Background: an optimization exercise with open tools, aiming at small area, a short achievable clock period and few clock cycles per item. Do not read the settings as production practice.
Only simulation tests tie the RTL to the original design; equivalence was not proved.

==> inputs of run a <==
==> flow/design.v <==
package okvt_pkg;
    localparam int TABLE_DEPTH = 64;
    localparam int ADDR_W      = (TABLE_DEPTH > 1) ? $clog2(TABLE_DEPTH) : 1;
    localparam int CNT_W       = $clog2(TABLE_DEPTH + 1);
    localparam int ENTRY_W     = 64;
    localparam logic [2:0] CMD_INSERT  = 3'd0;
    localparam logic [2:0] CMD_LOOKUP  = 3'd1;
    localparam logic [2:0] CMD_REMOVE  = 3'd2;
    localparam logic [2:0] CMD_CUR_RST = 3'd3;
    localparam logic [2:0] CMD_CUR_ADV = 3'd4;
    localparam logic [1:0] ST_OK        = 2'd0;
    localparam logic [1:0] ST_NOT_FOUND = 2'd1;
    localparam logic [1:0] ST_FULL      = 2'd2;
endpackage
module okvt_ram #(
    parameter int DEPTH = 64,
    parameter int WIDTH = 32
) (
    input  logic             i_clk,
    input  logic [DEPTH-1:0] i_shift,    
    input  logic [DEPTH-1:0] i_load,     
    input  logic [WIDTH-1:0] i_key,
    input  logic [WIDTH-1:0] i_val,
    output logic [DEPTH*WIDTH-1:0] o_key,    
    output logic [DEPTH*WIDTH-1:0] o_val
);
    logic [WIDTH-1:0] r_key [DEPTH];
    logic [WIDTH-1:0] r_val [DEPTH];
    always_ff @(posedge i_clk) begin
        for (int i = 0; i < DEPTH; i++) begin
            if (i_shift[i]) begin
                r_key[i] <= (i == 0) ? i_key : r_key[(i == 0) ? 0 : i-1];
            end
        end
    end
    always_ff @(posedge i_clk) begin
        for (int i = 0; i < DEPTH; i++) begin
            r_val[i] <= ({WIDTH{i_shift[i]}} & ((i == 0) ? i_val : r_val[(i == 0) ? 0 : i-1]))
                      | ({WIDTH{i_load[i]}} & i_val)
                      | ({WIDTH{!(i_shift[i] || i_load[i])}} & r_val[i]);
        end
    end
    always_comb begin
        for (int i = 0; i < DEPTH; i++) begin
            o_key[i*WIDTH +: WIDTH] = r_key[i];
            o_val[i*WIDTH +: WIDTH] = r_val[i];
        end
    end
endmodule
import okvt_pkg::*;
module ordered_key_value_table (
    input  logic      i_clk,
    input  logic      i_rst_n,
    input  logic      i_in_valid,
    output logic      o_in_stall,
    input  logic [66:0]  i_in_word,
    output logic      o_out_valid,
    input  logic      i_out_stall,
    output logic [105:0] o_out_word
);
    localparam int N = TABLE_DEPTH;
    logic        r_stall;    
    logic        r_cmp;      
    logic        r_upd;      
    logic        r_ov;       
    logic [2:0]  r_a_cmd;
    logic [31:0] r_a_key;
    logic [31:0] r_a_val;
    logic accept, commit;
    logic n_cmp, n_upd, n_ov, n_go;
    assign accept = i_in_valid && !r_stall;
    assign commit = r_go;
    assign n_cmp  = accept;
    assign n_upd  = r_cmp || (r_upd && !commit);
    assign n_ov   = commit || (r_ov && i_out_stall);
    assign n_go   = n_upd && !n_ov;
    logic r_go, r_go_ins, r_go_rem, r_go_cur, r_lkp;
    always_ff @(posedge i_clk) begin
        if (!i_rst_n) begin
            r_stall  <= 1'b0;
            r_cmp    <= 1'b0;
            r_upd    <= 1'b0;
            r_ov     <= 1'b0;
            r_go     <= 1'b0;
            r_go_ins <= 1'b0;
            r_go_rem <= 1'b0;
            r_go_cur <= 1'b0;
        end else begin
            r_stall  <= n_cmp || (n_upd && n_ov);
            r_cmp    <= n_cmp;
            r_upd    <= n_upd;
            r_ov     <= n_ov;
            r_go     <= n_go;
            r_go_ins <= n_go && (r_a_cmd == CMD_INSERT);
            r_go_rem <= n_go && (r_a_cmd == CMD_REMOVE);
            r_go_cur <= n_go && (r_a_cmd == CMD_CUR_RST || r_a_cmd == CMD_CUR_ADV);
        end
    end
    always_ff @(posedge i_clk) begin
        r_lkp <= (r_a_cmd == CMD_LOOKUP);
    end
    always_ff @(posedge i_clk) begin
        if (!r_stall) begin
            {r_a_cmd, r_a_key, r_a_val} <= i_in_word;
        end
    end
    assign o_in_stall = r_stall;
    logic [31:0] r_ck;
    always_ff @(posedge i_clk) begin
        r_ck <= (r_cmp || (r_upd && r_ov)) ? r_a_key : i_in_word[63:32];
    end
    logic [N-1:0]     r_vld;
    logic [CNT_W-1:0] r_cnt;
    logic [N-1:0]     r_cur_t;    
    logic             r_at_end;
    logic [31:0]      r_cur_key;
    logic [31:0]      r_cur_val;
    logic [1:0]       r_st;
    logic [31:0]      r_vout;
    logic [N-1:0]     r_m;        
    logic [N-1:0]     r_sel;      
    logic [31:0] ek [N];
    logic [31:0] ev [N];
    logic [N-1:0] shift, load;
    logic [N*32-1:0] ek_flat, ev_flat;
    okvt_ram #(.DEPTH(N), .WIDTH(32)) u_rows (
        .i_clk  (i_clk),
        .i_shift(shift),
        .i_load (load),
        .i_key  (r_a_key),
        .i_val  (r_a_val),
        .o_key  (ek_flat),
        .o_val  (ev_flat)
    );
    always_comb begin
        for (int i = 0; i < N; i++) begin
            ek[i] = ek_flat[i*32 +: 32];
            ev[i] = ev_flat[i*32 +: 32];
        end
    end
    logic [N-1:0] cand, above, nsel, match;
    assign cand = r_vld & ({1'b0, r_cur_t[N-1:1]} | {N{r_a_cmd == CMD_CUR_RST}});
    always_comb begin
        logic acc;
        acc = 1'b0;
        for (int i = N - 1; i >= 0; i--) begin
            above[i] = acc;
            acc      = acc || cand[i];
        end
    end
    assign nsel = cand & ~above;
    always_comb begin
        for (int i = 0; i < N; i++) begin
            match[i] = r_vld[i] && (ek[i] == r_ck);
        end
    end
    always_ff @(posedge i_clk) begin
        r_m   <= match;
        r_sel <= (r_a_cmd == CMD_LOOKUP) ? match : nsel;
    end
    logic         hit, full, app, at_cur, n_cv, move;
    logic [N-1:0] low;      
    logic [N-1:0] coh;      
    logic [N-1:0] sel_t;    
    logic [31:0]  rd_key, rd_val;
    assign hit    = |r_m;
    assign full   = r_cnt[CNT_W-1];
    assign app    = r_go_ins && !hit && !full;
    assign coh    = r_cur_t & ~{1'b0, r_cur_t[N-1:1]};
    assign at_cur = |(r_m & coh);
    assign move   = r_go_cur || (r_go_rem && at_cur);
    assign n_cv   = move ? (|r_sel) : !r_at_end;
    always_comb begin
        logic acc;
        acc = 1'b1;
        for (int i = 0; i < N; i++) begin
            low[i] = acc;
            acc    = acc && r_vld[i];
        end
    end
    always_comb begin
        logic acc;
        acc = 1'b0;
        for (int i = N - 1; i >= 0; i--) begin
            acc      = acc || r_sel[i];
            sel_t[i] = acc;
        end
    end
    assign shift = {N{app}} & low;
    assign load  = {N{r_go_ins}} & r_m;
    always_comb begin
        rd_key = '0;
        rd_val = '0;
        for (int i = 0; i < N; i++) begin
            rd_key = rd_key | ({32{r_sel[i]}} & ek[i]);
            rd_val = rd_val | ({32{r_sel[i]}} & ev[i]);
        end
    end
    always_ff @(posedge i_clk) begin
        if (!i_rst_n) begin
            r_vld    <= '0;
            r_cnt    <= '0;
            r_cur_t  <= '0;
            r_at_end <= 1'b1;
        end else begin
            if (app) begin
                r_vld   <= r_vld | low;
                r_cur_t <= (r_cur_t & ~low) | ({r_cur_t[N-2:0], r_cur_t[0]} & low);
                r_cnt <= r_cnt + 1'b1;
            end else if (r_go_rem && hit) begin
                r_vld <= r_vld & ~r_m;
                r_cnt <= r_cnt - 1'b1;
            end
            if (move) begin
                r_cur_t  <= sel_t;
                r_at_end <= !(|r_sel);
            end
        end
    end
    logic [31:0] n_cur_key, n_cur_val, n_vout;
    logic [1:0]  n_st;
    always_comb begin
        n_cur_key = r_cur_key;
        n_cur_val = r_cur_val;
        if (!n_cv) begin
            n_cur_key = '0;
            n_cur_val = '0;
        end else if (move) begin
            n_cur_key = rd_key;
            n_cur_val = rd_val;
        end else if (r_go_ins && at_cur) begin
            n_cur_val = r_a_val;
        end
        n_vout = (r_lkp && hit) ? rd_val : '0;
        if (hit || r_a_cmd > CMD_REMOVE) begin
            n_st = ST_OK;
        end else if (r_a_cmd == CMD_INSERT) begin
            n_st = full ? ST_FULL : ST_OK;
        end else begin
            n_st = ST_NOT_FOUND;
        end
    end
    always_ff @(posedge i_clk) begin
        if (commit) begin
            r_cur_key <= n_cur_key;
            r_cur_val <= n_cur_val;
            r_vout    <= n_vout;
            r_st      <= n_st;
        end
    end
    logic [31:0] r_o_cur_key, r_o_cur_val, r_o_vout;
    logic [1:0]  r_o_st;
    logic        o_commit;
    assign o_commit = r_upd && !r_ov;
    always_ff @(posedge i_clk) begin
        r_o_cur_key <= o_commit ? n_cur_key : r_cur_key;
        r_o_cur_val <= o_commit ? n_cur_val : r_cur_val;
        r_o_vout    <= o_commit ? n_vout : r_vout;
        r_o_st      <= o_commit ? n_st : r_st;
    end
    assign o_out_valid = r_ov;
    assign o_out_word  = {r_o_st, r_o_vout, r_cnt, r_at_end, r_o_cur_key, r_o_cur_val};
endmodule
==> flow/flow/run.sh <==
#!/bin/bash
# The standard layout (standard.sh, all steps) with two changes to how cells are
# picked: the port buffers are buf_4 (the default pick is a slow delay buffer that
# the resizer then leaves in place), and the resizer may swap a cell for one of
# another footprint (the platform pins it to the same footprint).
set -euo pipefail
bash standard.sh MATCH_CELL_FOOTPRINT=0 \
    "BUFFER_PORTS_ARGS=-buffer_cell sky130_fd_sc_hd__buf_4" finish > standard.log 2>&1
==> flow/standard.sh <==
#!/bin/bash
# synth_recipe.tcl (not shown) runs the flow's synth.tcl, then flattens the netlist and writes it again
# the make line also repeats each setting of config.mk as NAME=value (left out here)
make -C /OpenROAD-flow-scripts/flow DESIGN_CONFIG=/design/flow/config.mk WORK_HOME=/design/flow/orfs CLKGATE_MAP_FILE= SYNTH_SCRIPT=/design/flow/synth_recipe.tcl "${@:-finish}"
==> flow/config.mk <==
export PLATFORM = sky130hd
export DESIGN_NAME = ordered_key_value_table
export DESIGN_NICKNAME = ordered_key_value_table
export VERILOG_FILES = /design/flow/design.v
export SDC_FILE = /design/flow/constraint.sdc
export NUM_CORES = 4
export LEC_CHECK = 0
export CAP_MARGIN = 30
export CORE_MARGIN = 2
export CORE_UTILIZATION = 33
export PLACE_DENSITY = 0.42
export SETUP_SLACK_MARGIN = 4.6
export SLEW_MARGIN = 60
export TNS_END_PERCENT = 20
==> flow/constraint.sdc <==
create_clock -name core_clock -period 8.0 [get_ports {i_clk}]
set_input_delay 1.6000 -clock core_clock [delete_from_list [all_inputs] [get_ports {i_clk}]]
set_output_delay 1.6000 -clock core_clock [all_outputs]
set_load 0.01 [all_outputs]
==> run b (differences from run a) <==
==> flow/design.v, changed modules only <==
module ordered_key_value_table (
    input  logic      i_clk,
    input  logic      i_rst_n,
    input  logic      i_in_valid,
    output logic      o_in_stall,
    input  logic [66:0]  i_in_word,
    output logic      o_out_valid,
    input  logic      i_out_stall,
    output logic [105:0] o_out_word
);
    localparam int N = TABLE_DEPTH;
    logic        r_stall;    
    logic        r_cmp;      
    logic        r_upd;      
    logic        r_ov;       
    logic [2:0]  r_a_cmd;
    logic [31:0] r_a_key;
    logic [31:0] r_a_val;
    logic accept, commit;
    logic n_cmp, n_upd, n_ov, n_go;
    assign accept = i_in_valid && !r_stall;
    assign commit = r_go;
    assign n_cmp  = accept;
    assign n_upd  = r_cmp || (r_upd && !commit);
    assign n_ov   = commit || (r_ov && i_out_stall);
    assign n_go   = n_upd && !n_ov;
    logic r_go, r_go_ins, r_go_rem, r_go_cur, r_lkp;
    always_ff @(posedge i_clk) begin
        if (!i_rst_n) begin
            r_stall  <= 1'b0;
            r_cmp    <= 1'b0;
            r_upd    <= 1'b0;
            r_ov     <= 1'b0;
            r_go     <= 1'b0;
            r_go_ins <= 1'b0;
            r_go_rem <= 1'b0;
            r_go_cur <= 1'b0;
        end else begin
            r_stall  <= n_cmp || (n_upd && n_ov);
            r_cmp    <= n_cmp;
            r_upd    <= n_upd;
            r_ov     <= n_ov;
            r_go     <= n_go;
            r_go_ins <= n_go && (r_a_cmd == CMD_INSERT);
            r_go_rem <= n_go && (r_a_cmd == CMD_REMOVE);
            r_go_cur <= n_go && (r_a_cmd == CMD_CUR_RST || r_a_cmd == CMD_CUR_ADV);
        end
    end
    always_ff @(posedge i_clk) begin
        r_lkp <= (r_a_cmd == CMD_LOOKUP);
    end
    always_ff @(posedge i_clk) begin
        if (!r_stall) begin
            {r_a_cmd, r_a_key, r_a_val} <= i_in_word;
        end
    end
    assign o_in_stall = r_stall;
    logic [N-1:0]     r_vld;
    logic [CNT_W-1:0] r_cnt;
    logic [N-1:0]     r_cur_t;    
    logic             r_at_end;
    logic [31:0]      r_cur_key;
    logic [31:0]      r_cur_val;
    logic [1:0]       r_st;
    logic [31:0]      r_vout;
    logic [N-1:0]     r_m;        
    logic [N-1:0]     r_sel;      
    logic [31:0] ek [N];
    logic [31:0] ev [N];
    logic [N-1:0] shift, load;
    logic [N*32-1:0] ek_flat, ev_flat;
    okvt_ram #(.DEPTH(N), .WIDTH(32)) u_rows (
        .i_clk  (i_clk),
        .i_shift(shift),
        .i_load (load),
        .i_key  (r_a_key),
        .i_val  (r_a_val),
        .o_key  (ek_flat),
        .o_val  (ev_flat)
    );
    always_comb begin
        for (int i = 0; i < N; i++) begin
            ek[i] = ek_flat[i*32 +: 32];
            ev[i] = ev_flat[i*32 +: 32];
        end
    end
    logic [N-1:0] cand, above, nsel, match;
    assign cand = r_vld & ({1'b0, r_cur_t[N-1:1]} | {N{r_a_cmd == CMD_CUR_RST}});
    always_comb begin
        logic acc;
        acc = 1'b0;
        for (int i = N - 1; i >= 0; i--) begin
            above[i] = acc;
            acc      = acc || cand[i];
        end
    end
    assign nsel = cand & ~above;
    always_comb begin
        for (int i = 0; i < N; i++) begin
            match[i] = r_vld[i] && (ek[i] == r_a_key);
        end
    end
    always_ff @(posedge i_clk) begin
        r_m   <= match;
        r_sel <= (r_a_cmd == CMD_LOOKUP) ? match : nsel;
    end
    logic         hit, full, app, at_cur, n_cv, move;
    logic [N-1:0] low;      
    logic [N-1:0] coh;      
    logic [N-1:0] sel_t;    
    logic [31:0]  rd_key, rd_val;
    assign hit    = |r_m;
    assign full   = r_cnt[CNT_W-1];
    assign app    = r_go_ins && !hit && !full;
    assign coh    = r_cur_t & ~{1'b0, r_cur_t[N-1:1]};
    assign at_cur = |(r_m & coh);
    assign move   = r_go_cur || (r_go_rem && at_cur);
    assign n_cv   = move ? (|r_sel) : !r_at_end;
    always_comb begin
        logic acc;
        acc = 1'b1;
        for (int i = 0; i < N; i++) begin
            low[i] = acc;
            acc    = acc && r_vld[i];
        end
    end
    always_comb begin
        logic acc;
        acc = 1'b0;
        for (int i = N - 1; i >= 0; i--) begin
            acc      = acc || r_sel[i];
            sel_t[i] = acc;
        end
    end
    assign shift = {N{app}} & low;
    assign load  = {N{r_go_ins}} & r_m;
    always_comb begin
        rd_key = '0;
        rd_val = '0;
        for (int i = 0; i < N; i++) begin
            rd_key = rd_key | ({32{r_sel[i]}} & ek[i]);
            rd_val = rd_val | ({32{r_sel[i]}} & ev[i]);
        end
    end
    always_ff @(posedge i_clk) begin
        if (!i_rst_n) begin
            r_vld    <= '0;
            r_cnt    <= '0;
            r_cur_t  <= '0;
            r_at_end <= 1'b1;
        end else begin
            if (app) begin
                r_vld   <= r_vld | low;
                r_cur_t <= (r_cur_t & ~low) | ({r_cur_t[N-2:0], r_cur_t[0]} & low);
                r_cnt <= r_cnt + 1'b1;
            end else if (r_go_rem && hit) begin
                r_vld <= r_vld & ~r_m;
                r_cnt <= r_cnt - 1'b1;
            end
            if (move) begin
                r_cur_t  <= sel_t;
                r_at_end <= !(|r_sel);
            end
        end
    end
    always_ff @(posedge i_clk) begin
        if (commit) begin
            if (!n_cv) begin
                r_cur_key <= '0;
                r_cur_val <= '0;
            end else if (move) begin
                r_cur_key <= rd_key;
                r_cur_val <= rd_val;
            end else if (r_go_ins && at_cur) begin
                r_cur_val <= r_a_val;
            end
            r_vout <= (r_lkp && hit) ? rd_val : '0;
            if (hit || r_a_cmd > CMD_REMOVE) begin
                r_st <= ST_OK;
            end else if (r_a_cmd == CMD_INSERT) begin
                r_st <= full ? ST_FULL : ST_OK;
            end else begin
                r_st <= ST_NOT_FOUND;
            end
        end
    end
    assign o_out_valid = r_ov;
    assign o_out_word  = {r_st, r_vout, r_cnt, r_at_end, r_cur_key, r_cur_val};
endmodule
==> flow/flow/run.sh (replaced) <==
#!/bin/bash
# The standard layout (standard.sh, all steps), with the resizer allowed to swap a
# cell for one of another footprint (the platform pins it to the same footprint,
# which leaves the port buffers and many gates as slow small cells).
set -euo pipefail
bash standard.sh MATCH_CELL_FOOTPRINT=0 finish > standard.log 2>&1
--- a/flow/config.mk
+++ b/flow/config.mk
@@ -6,9 +6,8 @@
 export NUM_CORES = 4
 export LEC_CHECK = 0
-export CAP_MARGIN = 30
+export CAP_MARGIN = 20
 export CORE_MARGIN = 2
-export CORE_UTILIZATION = 33
-export PLACE_DENSITY = 0.42
+export CORE_UTILIZATION = 35
 export SETUP_SLACK_MARGIN = 4.6
-export SLEW_MARGIN = 60
-export TNS_END_PERCENT = 20
+export SLEW_MARGIN = 20
+export TNS_END_PERCENT = 5
==> run c (differences from run a) <==
==> flow/design.v, changed modules only <==
module ordered_key_value_table (
    input  logic      i_clk,
    input  logic      i_rst_n,
    input  logic      i_in_valid,
    output logic      o_in_stall,
    input  logic [66:0]  i_in_word,
    output logic      o_out_valid,
    input  logic      i_out_stall,
    output logic [105:0] o_out_word
);
    localparam int N = TABLE_DEPTH;
    logic        r_stall;    
    logic        r_cmp;      
    logic        r_upd;      
    logic        r_ov;       
    logic [2:0]  r_a_cmd;
    logic [31:0] r_a_key;
    logic [31:0] r_a_val;
    logic accept, commit;
    logic n_cmp, n_upd, n_ov, n_go;
    assign accept = i_in_valid && !r_stall;
    assign commit = r_go;
    assign n_cmp  = accept;
    assign n_upd  = r_cmp || (r_upd && !commit);
    assign n_ov   = commit || (r_ov && i_out_stall);
    assign n_go   = n_upd && !n_ov;
    logic r_go, r_go_ins, r_go_rem, r_go_cur, r_lkp;
    always_ff @(posedge i_clk) begin
        if (!i_rst_n) begin
            r_stall  <= 1'b0;
            r_cmp    <= 1'b0;
            r_upd    <= 1'b0;
            r_ov     <= 1'b0;
            r_go     <= 1'b0;
            r_go_ins <= 1'b0;
            r_go_rem <= 1'b0;
            r_go_cur <= 1'b0;
        end else begin
            r_stall  <= n_cmp || (n_upd && n_ov);
            r_cmp    <= n_cmp;
            r_upd    <= n_upd;
            r_ov     <= n_ov;
            r_go     <= n_go;
            r_go_ins <= n_go && (r_a_cmd == CMD_INSERT);
            r_go_rem <= n_go && (r_a_cmd == CMD_REMOVE);
            r_go_cur <= n_go && (r_a_cmd == CMD_CUR_RST || r_a_cmd == CMD_CUR_ADV);
        end
    end
    always_ff @(posedge i_clk) begin
        r_lkp <= (r_a_cmd == CMD_LOOKUP);
    end
    always_ff @(posedge i_clk) begin
        if (!r_stall) begin
            {r_a_cmd, r_a_key, r_a_val} <= i_in_word;
        end
    end
    assign o_in_stall = r_stall;
    logic [N-1:0]     r_vld;
    logic [CNT_W-1:0] r_cnt;
    logic [N-1:0]     r_coh;      
    logic             r_at_end;
    logic [31:0]      r_cur_key;
    logic [31:0]      r_cur_val;
    logic [1:0]       r_st;
    logic [31:0]      r_vout;
    logic [N-1:0]     r_m;        
    logic [N-1:0]     r_sel;      
    logic [31:0] ek [N];
    logic [31:0] ev [N];
    logic [N-1:0] shift, load;
    logic [N*32-1:0] ek_flat, ev_flat;
    okvt_ram #(.DEPTH(N), .WIDTH(32)) u_rows (
        .i_clk  (i_clk),
        .i_shift(shift),
        .i_load (load),
        .i_key  (r_a_key),
        .i_val  (r_a_val),
        .o_key  (ek_flat),
        .o_val  (ev_flat)
    );
    always_comb begin
        for (int i = 0; i < N; i++) begin
            ek[i] = ek_flat[i*32 +: 32];
            ev[i] = ev_flat[i*32 +: 32];
        end
    end
    logic [N-1:0] cand, above, nsel, match;
    always_comb begin
        logic acc;
        acc = 1'b0;
        for (int i = N - 1; i >= 0; i--) begin
            cand[i] = r_vld[i] && (acc || r_a_cmd == CMD_CUR_RST);
            acc     = acc || r_coh[i];
        end
    end
    always_comb begin
        logic acc;
        acc = 1'b0;
        for (int i = N - 1; i >= 0; i--) begin
            above[i] = acc;
            acc      = acc || cand[i];
        end
    end
    assign nsel = cand & ~above;
    always_comb begin
        for (int i = 0; i < N; i++) begin
            match[i] = r_vld[i] && (ek[i] == r_a_key);
        end
    end
    always_ff @(posedge i_clk) begin
        r_m   <= match;
        r_sel <= (r_a_cmd == CMD_LOOKUP) ? match : nsel;
    end
    logic         hit, full, app, at_cur, n_cv, move;
    logic [N-1:0] low;      
    logic [31:0]  rd_key, rd_val;
    assign hit    = |r_m;
    assign full   = r_cnt[CNT_W-1];
    assign app    = r_go_ins && !hit && !full;
    assign at_cur = |(r_m & r_coh);
    assign move   = r_go_cur || (r_go_rem && at_cur);
    assign n_cv   = move ? (|r_sel) : !r_at_end;
    always_comb begin
        logic acc;
        acc = 1'b1;
        for (int i = 0; i < N; i++) begin
            low[i] = acc;
            acc    = acc && r_vld[i];
        end
    end
    assign shift = {N{app}} & low;
    assign load  = {N{r_go_ins}} & r_m;
    always_comb begin
        rd_key = '0;
        rd_val = '0;
        for (int i = 0; i < N; i++) begin
            rd_key = rd_key | ({32{r_sel[i]}} & ek[i]);
            rd_val = rd_val | ({32{r_sel[i]}} & ev[i]);
        end
    end
    always_ff @(posedge i_clk) begin
        if (!i_rst_n) begin
            r_vld    <= '0;
            r_cnt    <= '0;
            r_coh    <= '0;
            r_at_end <= 1'b1;
        end else begin
            if (app) begin
                r_vld <= (r_vld & ~low) | ({r_vld[N-2:0], 1'b1} & low);
                r_coh <= (r_coh & ~low) | ({r_coh[N-2:0], 1'b0} & low);
                r_cnt <= r_cnt + 1'b1;
            end else if (r_go_rem && hit) begin
                r_vld <= r_vld & ~r_m;
                r_cnt <= r_cnt - 1'b1;
            end
            if (move) begin
                r_coh    <= r_sel;
                r_at_end <= !(|r_sel);
            end
        end
    end
    always_ff @(posedge i_clk) begin
        if (commit) begin
            if (!n_cv) begin
                r_cur_key <= '0;
                r_cur_val <= '0;
            end else if (move) begin
                r_cur_key <= rd_key;
                r_cur_val <= rd_val;
            end else if (r_go_ins && at_cur) begin
                r_cur_val <= r_a_val;
            end
            r_vout <= (r_lkp && hit) ? rd_val : '0;
            if (hit || r_a_cmd > CMD_REMOVE) begin
                r_st <= ST_OK;
            end else if (r_a_cmd == CMD_INSERT) begin
                r_st <= full ? ST_FULL : ST_OK;
            end else begin
                r_st <= ST_NOT_FOUND;
            end
        end
    end
    assign o_out_valid = r_ov;
    assign o_out_word  = {r_st, r_vout, r_cnt, r_at_end, r_cur_key, r_cur_val};
endmodule
==> flow/run.sh (new file) <==
#!/bin/bash
# synth_recipe.tcl (not shown) runs the flow's synth.tcl, then flattens the netlist and writes it again
# the make line also repeats each setting of config.mk as NAME=value (left out here)
make -C /OpenROAD-flow-scripts/flow DESIGN_CONFIG=/design/flow/config.mk WORK_HOME=/design/flow/orfs CLKGATE_MAP_FILE= SYNTH_SCRIPT=/design/flow/synth_recipe.tcl finish
==> flow/config.mk (replaced) <==
export PLATFORM = sky130hd
export DESIGN_NAME = ordered_key_value_table
export DESIGN_NICKNAME = ordered_key_value_table
export VERILOG_FILES = /design/flow/design.v
export SDC_FILE = /design/flow/constraint.sdc
export NUM_CORES = 4
export LEC_CHECK = 0
export CAP_MARGIN = 20
export CORE_MARGIN = 2
export CORE_UTILIZATION = 50
export SETUP_SLACK_MARGIN = 4.5
export SLEW_MARGIN = 20
export TNS_END_PERCENT = 5
removed: flow/flow/run.sh
removed: flow/standard.sh
==> run d (differences from run a) <==
--- a/flow/design.v
+++ b/flow/design.v
@@ -140,4 +140,6 @@
     end
     logic [N-1:0] cand, above, nsel, match;
+    logic         r_nok;    
+    logic         r_at;     
     assign cand = r_vld & ({1'b0, r_cur_t[N-1:1]} | {N{r_a_cmd == CMD_CUR_RST}});
     always_comb begin
@@ -158,8 +160,9 @@
         r_m   <= match;
         r_sel <= (r_a_cmd == CMD_LOOKUP) ? match : nsel;
+        r_nok <= |cand;
+        r_at  <= !r_at_end && (r_cur_key == r_ck);
     end
     logic         hit, full, app, at_cur, n_cv, move;
     logic [N-1:0] low;      
-    logic [N-1:0] coh;      
     logic [N-1:0] sel_t;    
     logic [31:0]  rd_key, rd_val;
@@ -167,8 +170,7 @@
     assign full   = r_cnt[CNT_W-1];
     assign app    = r_go_ins && !hit && !full;
-    assign coh    = r_cur_t & ~{1'b0, r_cur_t[N-1:1]};
-    assign at_cur = |(r_m & coh);
+    assign at_cur = r_at;
     assign move   = r_go_cur || (r_go_rem && at_cur);
-    assign n_cv   = move ? (|r_sel) : !r_at_end;
+    assign n_cv   = move ? r_nok : !r_at_end;
     always_comb begin
         logic acc;
@@ -214,5 +216,5 @@
             if (move) begin
                 r_cur_t  <= sel_t;
-                r_at_end <= !(|r_sel);
+                r_at_end <= !r_nok;
             end
         end
@@ -260,4 +262,15 @@
     end
     assign o_out_valid = r_ov;
-    assign o_out_word  = {r_o_st, r_o_vout, r_cnt, r_at_end, r_o_cur_key, r_o_cur_val};
+    logic r_o_at_end;
+    logic o_move;
+    assign o_move = o_commit && (r_a_cmd == CMD_CUR_RST || r_a_cmd == CMD_CUR_ADV
+                                 || (r_a_cmd == CMD_REMOVE && r_at));
+    always_ff @(posedge i_clk) begin
+        if (!i_rst_n) begin
+            r_o_at_end <= 1'b1;
+        end else begin
+            r_o_at_end <= o_move ? !r_nok : r_at_end;
+        end
+    end
+    assign o_out_word  = {r_o_st, r_o_vout, r_cnt, r_o_at_end, r_o_cur_key, r_o_cur_val};
 endmodule
==> flow/run.sh (new file) <==
#!/bin/bash
# synth_recipe.tcl (not shown) runs the flow's synth.tcl, then flattens the netlist and writes it again
# the make line also repeats each setting of config.mk as NAME=value (left out here)
make -C /OpenROAD-flow-scripts/flow DESIGN_CONFIG=/design/flow/config.mk WORK_HOME=/design/flow/orfs CLKGATE_MAP_FILE= SYNTH_SCRIPT=/design/flow/synth_recipe.tcl finish
==> flow/config.mk (replaced) <==
export PLATFORM = sky130hd
export DESIGN_NAME = ordered_key_value_table
export DESIGN_NICKNAME = ordered_key_value_table
export VERILOG_FILES = /design/flow/design.v
export SDC_FILE = /design/flow/constraint.sdc
export NUM_CORES = 4
export LEC_CHECK = 0
export CAP_MARGIN = 20
export CORE_MARGIN = 2
export CORE_UTILIZATION = 22
export MIN_ROUTING_LAYER = met2
export PLACE_DENSITY = 0.28
export SETUP_SLACK_MARGIN = 4.2
export SLEW_MARGIN = 20
export TNS_END_PERCENT = 10
removed: flow/flow/run.sh
removed: flow/standard.sh
==> metrics.cfg <==
[status]
stop_error = [ERROR GRT-0116] Global routing finished with congestion. Check the congestion regions in the DRC Viewer.
status = stopped before the end
stop_stage = global routing

[global_route]
grt_pass1_wl_mm = 3760
grt-busiest-layer = met3

[synthesis]
synth_cell_types = 78
synth_nets = 17800
yosys.area_share.simple_pct = 11.8
synth_mux_area_share_pct = 0.776
synth_common_cells = dfxtp_1, edfxtp_1, and3_1, a221o_1, clkbuf_1

[placed_design]
place_hpwl_mm = 1870

[floorplanning]
num_rows = 356
start_util_pct = 22.1

[end of results for run d]
==> metrics.cfg <==
[synthesis]
synth_cell_types = 81
synth_nets = 17400
synth_mux_area_share_pct = 0.437
yosys.area_share.simple_pct = 11.7
synth_common_cells = dfxtp_1, edfxtp_1, and3_1, a221o_1, clkbuf_1

[status]
stop_stage = global routing
status = stopped before the end
stop_error = [ERROR GRT-0116] Global routing finished with congestion. Check the congestion regions in the DRC Viewer.

[global_route]
grt-busiest-layer = met2

[floorplanning]
num_rows = 280

[end of results for run b]
==> metrics.cfg <==
[synthesis]
synth_cell_types = 71
yosys.area_share.simple_pct = 11.9
synth_nets = 17800
synth_mux_area_share_pct = 0.794

[status]
stop_stage = global routing
stop_error = [ERROR GRT-0116] Global routing finished with congestion. Check the congestion regions in the DRC Viewer.
status = stopped before the end

[global_route]
grt_pass1_wl_mm = 3000

[end of results for run a]
==> metrics.cfg <==
[synthesis]
synth_mux_area_share_pct = 0.644
synth_common_cells = dfxtp_1, nand2_1, edfxtp_1, clkbuf_1, and3_1
synth_cell_types = 81
synth_nets = 18200

[global_route]
grt_pass1_wl_mm = 2630

[clock_network]
cts_buffer_depth = 4

[status]
status = stopped before the end
stop_error = [ERROR GRT-0116] Global routing finished with congestion. Check the congestion regions in the DRC Viewer.
stop_stage = global routing

[placed_design]
place_hpwl_mm = 1130

[floorplanning]
num_rows = 233
start_util_pct = 50.3

[end of results for run c]
Testbench counts of run a, summed over its fixed seeds: cycles 32,016, items 16,000.
Testbench counts of run b, summed over its fixed seeds: cycles 32,016, items 16,000.
Testbench counts of run c, summed over its fixed seeds: cycles 32,016, items 16,000.
Testbench counts of run d, summed over its fixed seeds: cycles 32,016, items 16,000.
